This is an optimization exercise on Yosys and OpenROAD, whose aim is small area, not a production implementation.
The RTL was checked by simulation tests, not by an equivalence proof against the original design.

==> sierra <==
==> flow/design.v (excerpt) <==
module regfile #(
   parameter int XLEN   = 32,
   parameter int ADDR_W = 5
) (
   input  logic              clk,
   input  logic              rst_n,
   input  logic [ADDR_W-1:0] r1_reg_name,
   output logic [XLEN-1:0]   r1_reg_val,
   input  logic [ADDR_W-1:0] r2_reg_name,
   output logic [XLEN-1:0]   r2_reg_val,
   input  logic              w_enable,
   input  logic [ADDR_W-1:0] w_reg_name,
   input  logic [XLEN-1:0]   w_reg_val
);
   localparam int NREG = 2 ** ADDR_W;
   logic [XLEN-1:0] regs_q [1:NREG-1];
   logic [NREG-1:1] wr_row, hold_row, sel1, sel2;
   always_comb begin
      for (int i = 1; i < NREG; i++) begin
         wr_row[i]   = rst_n & w_enable & (w_reg_name == ADDR_W'(i));
         hold_row[i] = rst_n & ~(w_enable & (w_reg_name == ADDR_W'(i)));
         sel1[i]     = (r1_reg_name == ADDR_W'(i));
         sel2[i]     = (r2_reg_name == ADDR_W'(i));
      end
   end
   logic [XLEN-1:0] regs_d [1:NREG-1];
   for (genvar i = 1; i < NREG; i++) begin : g_wr
      for (genvar b = 0; b < XLEN; b++) begin : g_bit
         regfile_ao22 u_d (
            .a0(wr_row[i]), .b0(w_reg_val[b]),
  ...
==> module regfile_aoi222, before the edit <==
module regfile_aoi222 (
   input  logic a0, b0, a1, b1, a2, b2,
   output logic y
);
   assign y = ~((a0 & b0) | (a1 & b1) | (a2 & b2));
endmodule
==> module regfile_nand4, before the edit <==
module regfile_nand4 (
   input  logic a, b, c, d,
   output logic y
);
   assign y = ~(a & b & c & d);
endmodule
==> module regfile_nand2, before the edit <==
module regfile_nand2 (
   input  logic a, b,
   output logic y
);
   assign y = ~(a & b);
endmodule
==> module regfile_ao2111, before the edit <==
module regfile_ao2111 (
   input  logic a, b, c, d, e,
   output logic y
);
   assign y = (a & b) | c | d | e;
endmodule
==> module regfile_ao22, before the edit <==
module regfile_ao22 (
   input  logic a0, b0, a1, b1,
   output logic y
);
   assign y = (a0 & b0) | (a1 & b1);
endmodule
==> module regfile_rdbit, before the edit <==
module regfile_rdbit (
   input  logic [31:1] sel,
   input  logic [31:1] val,
   output logic        y
);
   logic [9:0] n;    
   logic [2:0] p;    
   for (genvar k = 0; k < 10; k++) begin : g_aoi
      regfile_aoi222 u_aoi (
         .a0(sel[3*k+1]), .b0(val[3*k+1]),
         .a1(sel[3*k+2]), .b1(val[3*k+2]),
         .a2(sel[3*k+3]), .b2(val[3*k+3]),
         .y(n[k])
      );
   end
   regfile_nand4 u_p0 (.a(n[0]), .b(n[1]), .c(n[2]), .d(n[3]), .y(p[0]));
   regfile_nand4 u_p1 (.a(n[4]), .b(n[5]), .c(n[6]), .d(n[7]), .y(p[1]));
   regfile_nand2 u_p2 (.a(n[8]), .b(n[9]), .y(p[2]));
   regfile_ao2111 u_out (.a(sel[31]), .b(val[31]), .c(p[0]), .d(p[1]), .e(p[2]), .y(y));
endmodule
==> module regfile, before the edit <==
module regfile #(
   parameter int XLEN   = 32,
   parameter int ADDR_W = 5
) (
   input  logic              clk,
   input  logic              rst_n,
   input  logic [ADDR_W-1:0] r1_reg_name,
   output logic [XLEN-1:0]   r1_reg_val,
   input  logic [ADDR_W-1:0] r2_reg_name,
   output logic [XLEN-1:0]   r2_reg_val,
   input  logic              w_enable,
   input  logic [ADDR_W-1:0] w_reg_name,
   input  logic [XLEN-1:0]   w_reg_val
);
   localparam int NREG = 2 ** ADDR_W;
   logic [XLEN-1:0] regs_q [1:NREG-1];
   logic [NREG-1:1] wr_row, hold_row, sel1, sel2;
   always_comb begin
      for (int i = 1; i < NREG; i++) begin
         wr_row[i]   = rst_n & w_enable & (w_reg_name == ADDR_W'(i));
         hold_row[i] = rst_n & ~(w_enable & (w_reg_name == ADDR_W'(i)));
         sel1[i]     = (r1_reg_name == ADDR_W'(i));
         sel2[i]     = (r2_reg_name == ADDR_W'(i));
      end
   end
   logic [XLEN-1:0] regs_d [1:NREG-1];
   for (genvar i = 1; i < NREG; i++) begin : g_wr
      for (genvar b = 0; b < XLEN; b++) begin : g_bit
         regfile_ao22 u_d (
            .a0(wr_row[i]), .b0(w_reg_val[b]),
            .a1(hold_row[i]), .b1(regs_q[i][b]),
            .y(regs_d[i][b])
         );
      end
   end
   always_ff @(posedge clk) begin
      for (int i = 1; i < NREG; i++) begin
         regs_q[i] <= regs_d[i];
      end
   end
   for (genvar b = 0; b < XLEN; b++) begin : g_rd
      logic [NREG-1:1] col;
      for (genvar i = 1; i < NREG; i++) begin : g_col
         assign col[i] = regs_q[i][b];
      end
      regfile_rdbit u_rd1 (.sel(sel1), .val(col), .y(r1_reg_val[b]));
      regfile_rdbit u_rd2 (.sel(sel2), .val(col), .y(r2_reg_val[b]));
   end
endmodule
export LEC_CHECK = 0
export CAP_MARGIN = 10
export CORE_MARGIN = 2
export CORE_UTILIZATION = 35
export CTS_BUF_LIST = sky130_fd_sc_hd__clkbuf_4 sky130_fd_sc_hd__clkbuf_8
export CTS_CLUSTER_DIAMETER = 60
export CTS_CLUSTER_SIZE = 16
export PLACE_DENSITY = 0.45
export SLEW_MARGIN = 10
export SYNTH_HIERARCHICAL = 1
create_clock -name core_clock -period 10.0 [get_ports {clk}]
run.sh (not shown) runs the stock make flow with config.mk's settings and CLKGATE_MAP_FILE= SYNTH_SCRIPT=/design/flow/synth_recipe.tcl, a recipe that flattens the netlist after the stock synthesis.
==> yarrow (differences from sierra) <==
Settings changed: CAP_MARGIN 10 to 35, CORE_UTILIZATION 35 to 55, CTS_BUF_LIST sky130_fd_sc_hd__clkbuf_4 sky130_fd_sc_hd__clkbuf_8 to default, CTS_CLUSTER_DIAMETER 60 to default, CTS_CLUSTER_SIZE 16 to default, PLACE_DENSITY 0.45 to default, SLEW_MARGIN 10 to 20.
==> umber (differences from sierra) <==
==> flow/design.v (replaced) <==
module regfile #(
   parameter int XLEN   = 32,
   parameter int ADDR_W = 5
) (
   input  logic              clk,
   input  logic              rst_n,
   input  logic [ADDR_W-1:0] r1_reg_name,
   output logic [XLEN-1:0]   r1_reg_val,
   input  logic [ADDR_W-1:0] r2_reg_name,
   output logic [XLEN-1:0]   r2_reg_val,
   input  logic              w_enable,
   input  logic [ADDR_W-1:0] w_reg_name,
   input  logic [XLEN-1:0]   w_reg_val
);
   localparam int NREG = 2 ** ADDR_W;
   logic [XLEN-1:0] regs_q [NREG];
   logic [XLEN-1:0] regs_d [NREG];
   always_comb begin
      for (int i = 0; i < NREG; i++) begin
         regs_d[i] = regs_q[i];
      end
      if (w_enable && (w_reg_name != '0)) begin
         regs_d[w_reg_name] = w_reg_val;
      end
      regs_d[0] = '0;
   end
   always_ff @(posedge clk) begin
      if (!rst_n) begin
         for (int i = 0; i < NREG; i++) begin
            regs_q[i] <= '0;
         end
      end else begin
         for (int i = 0; i < NREG; i++) begin
            regs_q[i] <= regs_d[i];
         end
      end
   end
   always_comb begin
      r1_reg_val = '0;
      r2_reg_val = '0;
      if (r1_reg_name != '0) begin
         r1_reg_val = regs_q[r1_reg_name];
      end
      if (r2_reg_name != '0) begin
         r2_reg_val = regs_q[r2_reg_name];
      end
   end
endmodule
Settings changed: CAP_MARGIN 10 to 35, CORE_UTILIZATION 35 to 25, CTS_BUF_LIST sky130_fd_sc_hd__clkbuf_4 sky130_fd_sc_hd__clkbuf_8 to default, CTS_CLUSTER_DIAMETER 60 to default, CTS_CLUSTER_SIZE 16 to default, PLACE_DENSITY 0.45 to default, SLEW_MARGIN 10 to 20, SYNTH_HIERARCHICAL 1 to default.
==> notes <==
- Via count, lowest first: sierra, yarrow, umber.
- Of sierra and yarrow, yarrow has the higher worst setup slack (gap 0.24 ns).
- Of umber and yarrow, umber has the higher synthesized cell count (gap 110%, measured against yarrow).
- Against umber, the critical path depth of yarrow is lower by 1.
- Non-clock buffer count, highest first: umber, yarrow, sierra.
- Between yarrow and sierra, the lower routed wire length is in yarrow (gap about 13%, measured against sierra).
- In sequential cell count, yarrow and umber do not differ.

## separate check: timing with driven ports
How much do the figures lean on ideal ports? The routed layouts below were timed once more, with nothing changed but the port constraints. Step 1 assumes that a clkbuf_16 drives the clock port and a buf_2 every other input. Step 2 adds t to the input delays and takes it off the output delays; t is the mean of the earliest and latest rising clock arrival at the registers after step 1. Input paths then give back, and output paths get back, about the clock's delay inside the block. a / b / c = no drivers / after step 1 / after step 2; a / b = the first two.
run	shift t [ns]	setup WS [ns]	worst setup path at the end	clock arrival spread, ns
sierra	0.873	1.817 / 1.762 / 1.762	input to output	0.040 / 0.040
yarrow	0.738	2.057 / 2.020 / 2.020	input to output	0.029 / 0.029
umber	0.893	1.680 / 1.606 / 1.606	input to output	0.050 / 0.050
After both steps setup and hold are still met in every run listed. For umber, which loses most, drivers alone change the setup slack by -0.074 ns; drivers and shift together by -0.074 ns.
